From an optimization exercise on the open Yosys and OpenROAD flow, aimed at small area; shortcuts taken in it are not production practice.
Function not checked in this run: the RTL went through the layout flow alone.
Power and IR drop assume default switching activity.

==> flow/design.v <==
package rvIsaPkg;
    typedef struct packed {
        logic [6:0] funct7;
        logic [4:0] rs2;
        logic [4:0] rs1;
        logic [2:0] funct3;
        logic [4:0] rd;
        logic [6:0] opcode;
    } rvRType;
    typedef struct packed {
        logic [11:0] imm;
        logic [4:0]  rs1;
        logic [2:0]  funct3;
        logic [4:0]  rd;
        logic [6:0]  opcode;
    } rvIType;
    typedef struct packed {
        logic [6:0] immHi;
        logic [4:0] rs2;
        logic [4:0] rs1;
        logic [2:0] funct3;
        logic [4:0] immLo;
        logic [6:0] opcode;
    } rvSType;
    typedef struct packed {
        logic       imm12;
        logic [5:0] imm10_5;
        logic [4:0] rs2;
        logic [4:0] rs1;
        logic [2:0] funct3;
        logic [3:0] imm4_1;
        logic       imm11;
        logic [6:0] opcode;
    } rvBType;
    typedef struct packed {
        logic [19:0] imm;
        logic [4:0]  rd;
        logic [6:0]  opcode;
    } rvUType;
    typedef struct packed {
        logic       imm20;
        logic [9:0] imm10_1;
        logic       imm11;
        logic [7:0] imm19_12;
        logic [4:0] rd;
        logic [6:0] opcode;
    } rvJType;
    typedef logic [31:0] rvInstWord;
    typedef enum logic [4:0] {
        LOAD   = 5'b00000,
        OPIMM  = 5'b00100,
        STORE  = 5'b01000,
        OP     = 5'b01100,
        LUI    = 5'b01101,
        BRANCH = 5'b11000,
        JALR   = 5'b11001,
        JAL    = 5'b11011,
        SYSTEM = 5'b11100
    } rvOpcode;
    typedef logic [7:0]                asciiChar;
    typedef logic [3*8-1:0]            regText;    
    typedef logic [19*8-1:0]  instText;   
    function automatic asciiChar hexChar(input logic [3:0] nib);
        if (nib < 4'd10) begin
            hexChar = 8'h30 + {4'h0, nib};
        end else begin
            hexChar = 8'h37 + {4'h0, nib};   
        end
    endfunction
endpackage
package traceLinePkg;
    typedef struct packed {
        logic [31:0]         pc;
        logic [31:0]         code;
    } retireRec;
    typedef logic [30*8-1:0] traceLine;
endpackage
`timescale 1ns/1ps
module traceDisasm (
    input  logic                   clk,
    input  logic                   reset,
    input  logic                   retire,
    input  traceLinePkg::retireRec retireData,
    output logic                   charValid,
    output logic [7:0]             charData,
    output logic                   lineDone,
    output logic [16-1:0]  dropCount
);
    localparam logic [3:0] C_R     = 4'd0;    
    localparam logic [3:0] C_IALU  = 4'd1;    
    localparam logic [3:0] C_LW    = 4'd2;
    localparam logic [3:0] C_JALR  = 4'd3;
    localparam logic [3:0] C_SW    = 4'd4;
    localparam logic [3:0] C_BR    = 4'd5;
    localparam logic [3:0] C_JAL   = 4'd6;
    localparam logic [3:0] C_LUI   = 4'd7;
    localparam logic [3:0] C_CSR   = 4'd8;
    localparam logic [3:0] C_MRET  = 4'd9;
    localparam logic [3:0] C_ECALL = 4'd10;
    localparam logic [3:0] C_NOP   = 4'd11;
    localparam logic [3:0] C_STALL = 4'd12;
    localparam logic [3:0] C_ILL   = 4'd13;
    logic        busy;
    logic [4:0]  cnt;
    logic [31:0] pcr;     
    logic [31:7] code;    
    logic [3:0]  cls;
    function automatic logic [3:0] classify(input logic [31:0] w);
        logic [2:0] f3;
        logic [6:0] f7;
        f3 = w[14:12];
        f7 = w[31:25];
        classify = C_ILL;
        if (w == 32'h30200073) begin
            classify = C_MRET;
        end else if (w == 32'h00000073) begin
            classify = C_ECALL;
        end else if (w == 32'h00000013) begin
            classify = C_NOP;
        end else if (w == 32'h00000000) begin
            classify = C_STALL;
        end else begin
            case (w[6:2])
                5'b01100: if (f7 == 7'h00 || (f7 == 7'h20 && (f3 == 3'b000 || f3 == 3'b101)))
                              classify = C_R;
                5'b00100: if ((f3 != 3'b001 && f3 != 3'b101) ||
                              (f3 == 3'b001 && f7 == 7'h00) ||
                              (f3 == 3'b101 && (f7 & 7'h5f) == 7'h00))
                              classify = C_IALU;
                5'b00000: if (f3 == 3'b010) classify = C_LW;
                5'b01000: if (f3 == 3'b010) classify = C_SW;
                5'b11000: if (f3 != 3'b010 && f3 != 3'b011) classify = C_BR;
                5'b11011: classify = C_JAL;
                5'b11001: if (f3 == 3'b000) classify = C_JALR;
                5'b01101: classify = C_LUI;
                5'b11100: if (f3 != 3'b000 && f3 != 3'b100) classify = C_CSR;
                default:  classify = C_ILL;
            endcase
        end
    endfunction
    always_ff @(posedge clk) begin
        if (reset) begin
            busy <= 1'b0;
        end else if (busy) begin
            busy <= cnt != 5'd31;
        end else begin
            busy <= retire;
        end
    end
    always_ff @(posedge clk) begin
        cnt <= busy ? cnt + 5'd1 : 5'd0;
    end
    always_ff @(posedge clk) begin
        if (!busy) begin
            pcr  <= retireData.pc;
            code <= retireData.code[31:7];
            cls  <= classify(retireData.code);
        end else begin
            pcr  <= {pcr[27:0], pcr[31:28]};
        end
    end
    logic [3:0] sub;
    logic       ops;
    logic [7:0] mnChar;
    logic       fieldPos;    
    assign fieldPos = cnt >= 5'd12 && cnt != 5'd31;
    always_ff @(posedge clk) begin
        if (cnt == 5'd11 || (!ops && mnChar == " ")) begin
            sub <= 4'd0;
        end else begin
            sub <= sub + 4'd1;
        end
        if (cnt == 5'd11) begin
            ops <= 1'b0;
        end else if (mnChar == " ") begin
            ops <= 1'b1;
        end
    end
    always_ff @(posedge clk) begin
        if (reset) begin
            dropCount <= '0;
        end else if (retire && busy && dropCount != '1) begin
            dropCount <= dropCount + 1'b1;
        end
    end
    logic [55:0] mn;
    logic [3:0]  fmt;    
    logic [2:0]  f3;
    assign f3 = code[14:12];
    localparam logic [3:0] T_NONE = 4'd0;
    localparam logic [3:0] T_R    = 4'd1;
    localparam logic [3:0] T_I    = 4'd2;
    localparam logic [3:0] T_S    = 4'd3;
    localparam logic [3:0] T_B    = 4'd4;
    localparam logic [3:0] T_J    = 4'd5;
    localparam logic [3:0] T_U    = 4'd6;
    localparam logic [3:0] T_CR   = 4'd7;
    localparam logic [3:0] T_CI   = 4'd8;
    localparam logic [3:0] T_ILL  = 4'd9;
    always_comb begin
        mn   = "       ";
        fmt  = T_NONE;
        case (cls)
            C_R: begin
                fmt = T_R;
                case (f3)
                    3'b000: mn = code[30] ? "sub    " : "add    ";
                    3'b001: mn = "sll    ";
                    3'b010: mn = "slt    ";
                    3'b011: mn = "sltu   ";
                    3'b100: mn = "xor    ";
                    3'b101: mn = code[30] ? "sra    " : "srl    ";
                    3'b110: mn = "or     ";
                    default: mn = "and    ";
                endcase
            end
            C_IALU: begin
                fmt = T_I;
                case (f3)
                    3'b000: mn = "addi   ";
                    3'b001: mn = "slli   ";
                    3'b010: mn = "slti   ";
                    3'b011: mn = "sltiu  ";
                    3'b100: mn = "xori   ";
                    3'b101: mn = code[30] ? "srai   " : "srli   ";
                    3'b110: mn = "ori    ";
                    default: mn = "andi   ";
                endcase
            end
            C_LW:   begin mn = "lw     "; fmt = T_I; end
            C_JALR: begin mn = "jalr   "; fmt = T_I; end
            C_SW:   begin mn = "sw     "; fmt = T_S; end
            C_BR: begin
                fmt = T_B;
                case (f3)
                    3'b000: begin mn = "beq    "; end
                    3'b001: begin mn = "bne    "; end
                    3'b100: begin mn = "blt    "; end
                    3'b101: begin mn = "bge    "; end
                    3'b110: begin mn = "bltu   "; end
                    default: begin mn = "bgeu   "; end
                endcase
            end
            C_JAL:  begin mn = "jal    "; fmt = T_J; end
            C_LUI:  begin mn = "lui    "; fmt = T_U; end
            C_CSR: begin
                fmt = f3[2] ? T_CI : T_CR;
                case (f3[1:0])
                    2'b01:   mn = f3[2] ? "csrrwi " : "csrrw  ";
                    2'b10:   mn = f3[2] ? "csrrsi " : "csrrs  ";
                    default: mn = f3[2] ? "csrrci " : "csrrc  ";
                endcase
            end
            C_MRET:  begin mn = "mret   "; end
            C_ECALL: begin mn = "ecall  "; end
            C_NOP:   begin mn = "nop    "; end
            C_STALL: begin mn = "stall  "; end
            default: begin mn = "illegal"; fmt = T_ILL; end
        endcase
    end
    logic       hex;
    logic [3:0] nib;
    logic [7:0] chr;
    function automatic logic [3:0] rHi(input logic b);
        rHi = {3'b000, b};
    endfunction
    logic [3:0] q;
    assign q = sub;
    logic [3:0] rdH, rdL, rs1H, rs1L, rs2H, rs2L;
    assign rdH  = rHi(code[11]);
    assign rdL  = code[10:7];
    assign rs1H = rHi(code[19]);
    assign rs1L = code[18:15];
    assign rs2H = rHi(code[24]);
    assign rs2L = code[23:20];
    always_comb begin
        hex = 1'b0;
        nib = 4'h0;
        chr = " ";
        if (fmt == T_ILL) begin
            case (q)
                4'd0:  chr = "i";
                4'd1:  chr = "n";
                4'd2:  chr = "s";
                4'd3:  chr = "t";
                4'd4:  chr = "r";
                4'd5:  chr = "u";
                4'd6:  chr = "c";
                4'd7:  chr = "t";
                4'd8:  chr = "i";
                4'd9:  chr = "o";
                4'd10: chr = "n";
                default: chr = " ";
            endcase
        end else if (fmt != T_NONE) begin
            case (q)
                4'd0: chr = "x";
                4'd1: begin hex = 1'b1; nib = (fmt == T_S || fmt == T_B) ? rs1H : rdH; end
                4'd2: begin hex = 1'b1; nib = (fmt == T_S || fmt == T_B) ? rs1L : rdL; end
                4'd3: chr = ",";
                4'd4: case (fmt)
                          T_J: begin hex = 1'b1; nib = rHi(code[31]); end
                          T_U, T_CR, T_CI: begin hex = 1'b1; nib = code[31:28]; end
                          default: chr = "x";
                      endcase
                4'd5: case (fmt)
                          T_R, T_I: begin hex = 1'b1; nib = rs1H; end
                          T_S, T_B: begin hex = 1'b1; nib = rs2H; end
                          T_J: begin hex = 1'b1; nib = code[19:16]; end
                          default: begin hex = 1'b1; nib = code[27:24]; end
                      endcase
                4'd6: case (fmt)
                          T_R, T_I: begin hex = 1'b1; nib = rs1L; end
                          T_J: begin hex = 1'b1; nib = code[15:12]; end
                          default: begin hex = 1'b1; nib = code[23:20]; end
                      endcase
                4'd7: case (fmt)
                          T_J: begin hex = 1'b1; nib = {code[20], code[30:28]}; end
                          T_U: begin hex = 1'b1; nib = code[19:16]; end
                          default: chr = ",";
                      endcase
                4'd8: case (fmt)
                          T_R, T_CR: chr = "x";
                          T_I, T_S: begin hex = 1'b1; nib = code[31:28]; end
                          T_B: begin hex = 1'b1; nib = rHi(code[31]); end
                          T_J: begin hex = 1'b1; nib = code[27:24]; end
                          T_U: begin hex = 1'b1; nib = code[15:12]; end
                          default: begin hex = 1'b1; nib = rs1H; end
                      endcase
                4'd9: case (fmt)
                          T_R: begin hex = 1'b1; nib = rs2H; end
                          T_I: begin hex = 1'b1; nib = code[27:24]; end
                          T_S: begin hex = 1'b1; nib = {code[27:25], code[11]}; end
                          T_B: begin hex = 1'b1; nib = {code[7], code[30:28]}; end
                          T_J: begin hex = 1'b1; nib = {code[23:21], 1'b0}; end
                          T_U: chr = "H";
                          T_CR: begin hex = 1'b1; nib = rs1H; end
                          default: begin hex = 1'b1; nib = rs1L; end
                      endcase
                4'd10: case (fmt)
                          T_R, T_I: begin hex = 1'b1; nib = code[23:20]; end
                          T_S: begin hex = 1'b1; nib = code[10:7]; end
                          T_B: begin hex = 1'b1; nib = {code[27:25], code[11]}; end
                          T_J: chr = "H";
                          T_CR: begin hex = 1'b1; nib = rs1L; end
                          default: chr = " ";
                      endcase
                4'd11: case (fmt)
                          T_I, T_S: chr = "H";
                          T_B: begin hex = 1'b1; nib = {code[10:8], 1'b0}; end
                          default: chr = " ";
                      endcase
                4'd12: chr = fmt == T_B ? "H" : " ";
                default: chr = " ";
            endcase
        end
    end
    assign mnChar = !fieldPos ? 8'h00 : ops ? 8'h00 : sub[2:0] == 3'd7 ? " " : mn[55 - sub[2:0]*8 -: 8];
    logic       oHex;
    logic [3:0] oNib;
    logic [7:0] oChr;
    always_comb begin
        oHex = 1'b0;
        oNib = pcr[7:4];
        oChr = " ";
        if (cnt <= 5'd9) begin
            oHex = 1'b1;
        end else if (cnt == 5'd10) begin
            oChr = ":";
        end else if (cnt == 5'd11) begin
            oChr = " ";
        end else if (cnt == 5'd31) begin
            oChr = 8'h0A;
        end else if (!ops) begin
            oChr = mnChar;
        end else begin
            oHex = hex;
            oNib = nib;
            oChr = chr;
        end
    end
    assign charData  = oHex ? rvIsaPkg::hexChar(oNib) : oChr;
    assign charValid = busy && cnt[4:1] != 4'd0;
    assign lineDone  = busy && cnt == 5'd31;
endmodule
==> flow/run.sh <==
#!/bin/bash
# synth_recipe.tcl (not shown) runs the flow's synth.tcl, then flattens the netlist and writes it again
# the make line also repeats each setting of config.mk as NAME=value (left out here)
make -C /OpenROAD-flow-scripts/flow DESIGN_CONFIG=/design/flow/config.mk WORK_HOME=/design/flow/orfs CLKGATE_MAP_FILE= SYNTH_SCRIPT=/design/flow/synth_recipe.tcl finish
==> flow/config.mk <==
export PLATFORM = sky130hd
export DESIGN_NAME = traceDisasm
export DESIGN_NICKNAME = traceDisasm
export VERILOG_FILES = /design/flow/design.v
export SDC_FILE = /design/flow/constraint.sdc
export NUM_CORES = 4
export LEC_CHECK = 0
export ABC_AREA = 1
export CAP_MARGIN = 20
export CORE_MARGIN = 2
export CORE_UTILIZATION = 40
export SLEW_MARGIN = 20
==> flow/constraint.sdc <==
create_clock -name core_clock -period 10.0 [get_ports {clk}]
set_input_delay 2.0000 -clock core_clock [delete_from_list [all_inputs] [get_ports {clk}]]
set_output_delay 2.0000 -clock core_clock [all_outputs]
set_load 0.01 [all_outputs]
==> summary.txt <==
Global routing
  – Global-route wire length before repair: 36000 um
  – GRT Resource Usage Total: 25.2%
  – Vias in the first global route: 7092
  – Pin count of the biggest net entering global routing: 64
  – Grt ovf: 0
  – Antenna violations before repair: 0

Place
  – DP HPWL: 17000 um
  – Post-Place Setup Slack: 4500 ps
  – IO Port Bufs: 91
  – RePlAce Congestion: 0.992
  – Post-Place Cell Area: 0.00785 mm^2

Setup path
  – R2R cell count: 18
  – Register-to-register setup slack: 6270 ps
  – Slowest CP cell: nor2_1
  – Worst Setup EP: charData[4]
  – Worst setup path startpoint: cls[3]
  – Crit path required time: 8000 ps
  – Crit Path Max Fanout: 14
  – Crit start category: register
  – Crit-path cells: inv_2, nand2_2, nor2_1, nor2_1, a21oi_1, nor2_1, a21oi_1, nand3_1, nand2_1, nand2_1, inv_1, ha_1, nand3_1, nand3_1, nand2_1, nand2_1, clkdlybuf4s50_1
  – FF-to-FF Start: sub[0]
  – Slowest cell delay on critical path: 780 ps
  – CP dominant cell by count: nand2_1
  – CP Capture Type: primary output
  – Worst EP arrival: 3950 ps
  – Crit Path Class: register to primary output

Layout
  – Most common cell after layout, fill and taps aside: nand2_1
  – Core Util, Final: 49.2%
  – Fraction of layout cells with a size suffix above 1: 4.79%
  – Post-route cell area: 0.00814 mm^2
  – Fillers: 1771
  – # diodes: 0
  – Final Net Count: 1251
  – Most frequent cells in the layout: nand2_1 (360), inv_1 (123), nor2_1 (122), clkdlybuf4s50_1 (91), nand3_1 (76)
  – Layout area overhead: 20.4%

Clock network
  – CTS resizes: 0
  – Bufs on Longest Clock Path: 2
  – Clock buffer count from CTS: 9
  – Skew-Pair Late Insertion Delay: 350 ps
  – Clock transition at path regs: 70 ps
  – Hold_buf cts: 0
  – Clock H-tree levels: 3
  – Setup Fix Bufs, Post-CTS: 0
  – CTS tree: done
  – Clock sinks: 94
  – Root buffer cell: clkbuf_16

Drt
  – Final WL: 21900 um
  – Drc violations: 0
  – WL/cell: 15.7 um
  – Via density: 5.30
  – ANT nets after route: 0
  – Vias: 7367
  – DR pass1 iterations: 5
  – DR iter-0 viols: 555

Pwr
  – Static Leak: 3.71 nW
  – Peak supply drop: 78.7 uV
  – Power consumption: 1.02 mW
  – Cell Pwr Density: 125 mW/mm^2

STA
  – Fin. Hold Viols: 0
  – Final setup margin: 4050 ps
  – Setup total negative slack: 0 ps
  – Setup-failing EPs final: 0
  – RSZ-0062 raised after global routing: no
  – Worst Skew: 12.0 ps
  – F_max: 0.168 GHz
  – Max-slew violation count: 0
  – Final period utilization: 59.5%
  – Max-slew headroom: 32.7%
  – Worst Max-Slew Pin Slew: 1010 ps
  – Crit path time final: 5950 ps

Synth
  – Syn Inst Count: 1082
  – Largest family of logic cells by synthesized area: simple AND/OR/NAND/NOR gates
  – Sequential area share after synthesis: 32.2%
  – Adder-cell share of the synthesized area: 3.52%
  – Post-Synth Simple-Gate Area: 41.4%
  – Ys Warns: 1
  – Syn Area/Cell: 6.24 um^2
  – XOR/XNOR share of the synthesized area: 0.130%
  – EDFF count, synth: 29
  – Mux contribution to synthesized area: 0%
  – Flops & latches, synth: 94
  – Asr flop ratio synth: 0%
  – Unique masters post-synth: 47
  – Synthesized area: 0.00676 mm^2
  – Synthesized net count: 1168
  – Most used flip-flop cell after synthesis: dfxtp_1
  – Compound-Gate Fraction of Synth Area: 13.8%

Die
  – Top Ports: 93
  – Die ar.: 0.0179 mm^2
  – Initial Util: 40.9%
  – Core area: 0.0165 mm^2
  – Rows: 47
  – Die width: 134 um
  – DIE HEIGHT: 134 um

Hold path
  – HP Class: register to register

Flow run
  – Max-cap violations: 0

Run status
  – Status: complete, no violations
==> critical path, delay by kind of cell (launching register included) <==
| family | cells | cell delay, ps |
|---|---|---|
| adders and majority gates | 1 | 160 |
| buffers and inverters | 3 | 770 |
| and+or+nand+nor | 11 | 1750 |
| AOI/OAI and AO/OA | 2 | 360 |
| DFF | 1 | 540 |
==> how the worst min path moves through the flow <==
stage	start	endpoint	depth (start not counted)	slack [ps]
3_3_place_gp	pcr[14]	pcr[18]	2	410
3_5_place_dp	pcr[25]	pcr[29]	2	410
4_1_cts	pcr[31]	pcr[3]	2	420
5_1_grt	pcr[18]	pcr[22]	2	440
2_1_floorplan	pcr[17]	pcr[21]	2	400
6_report	pcr[31]	pcr[3]	2	420
==> cells by family after synthesis <==
| logic type | count (synthesis) |
|---|---|
| and+or+nand+nor | 650 |
| AOI/OAI and AO/OA | 163 |
| buffers and inverters | 154 |
| DFF | 94 |
| adders and majority gates | 19 |
| xor gates and xnor gates | 1 |
| other | 1 |
==> routing by layer <==
metal,vias up,share of wire [%],track usage [%]
met5,-,0,0
met4,0,3.3,10.6
met3,65,6.8,4.99
met2,299,45,39.4
met1,3295,45,34.0
li1,3708,-,-
==> through the flow <==
stage,hold slack (ps),instances
floorplan,399,1082
CTS,424,1390
finish,416,1390
global route,438,1390
global placement,405,1374
detailed placement,409,1374
==> cell type report <==
class | count | area, um^2 | share of cell area, %
multi-input cells | 834 | 3980 | 48.9
flip-flops and latches | 94 | 2170 | 26.7
repair buffers | 93 | 926 | 11.4
inverters | 133 | 500 | 6.15
well taps | 220 | 275 | 3.38
clock buffers | 12 | 256 | 3.15
clock inverters | 4 | 30.0 | 0.369
==> sequential cells by signal (all words and copies together) (netlist names), named ones only <==
signal and count:
pcr 32, dropCount 16, cls 4, ops 1, busy 1, cnt 5, code 25, sub 4
==> Yosys cell counts, types with 7 or more instances <==
| cell type | instances | area [um^2] |
|---|---|---|
| a21oi_1 | 53 | 265 |
| dfxtp_1 | 65 | 1300 |
| edfxtp_1 | 29 | 871 |
| ha_1 | 19 | 238 |
| inv_1 | 122 | 458 |
| inv_2 | 8 | 30.0 |
| nand2_1 | 360 | 1350 |
| nand2_2 | 11 | 68.8 |
| nand3_1 | 76 | 380 |
| nand4_1 | 18 | 113 |
| nor2_1 | 122 | 458 |
| nor2_4 | 7 | 78.8 |
| nor3_1 | 31 | 155 |
| o211ai_1 | 10 | 75.1 |
| o21ai_0 | 61 | 305 |
| o22ai_1 | 10 | 62.6 |
==> power by group <==
group | internal [mW] | switching [mW] | total, mW
clock | 0.183 | 0.151 | 0.335
sequential | 0.425 | 0.0228 | 0.447
combinational | 0.0905 | 0.149 | 0.239
total | 0.698 | 0.323 | 1.02

## port drivers added, routing unchanged
Ports are ideal in the flow. The routed layout listed here was re-timed in OpenROAD. Step 1: set_driving_cell puts a clkbuf_16 on clk and a buf_2 on each other input, an assumption about the parent block. Step 2 adds t to the input delays and takes it off the output delays; t is the mean of the earliest and latest rising clock arrival at the registers after step 1. Input paths then give back, and output paths get back, about the clock's delay inside the block. Three values: ideal, step 1, step 2; two values: the first two.
t, ns: 0.390
setup WS [ns]: 4.047 / 4.002 / 4.392
hold WS [ns]: 0.416 / 0.416 / 0.416
worst setup path at the end: register to output
cell pins on the clock port's net: 1
After both steps this run still meets setup and hold. For this run, drivers alone change the setup slack by -0.045 ns; drivers and shift together by +0.345 ns.
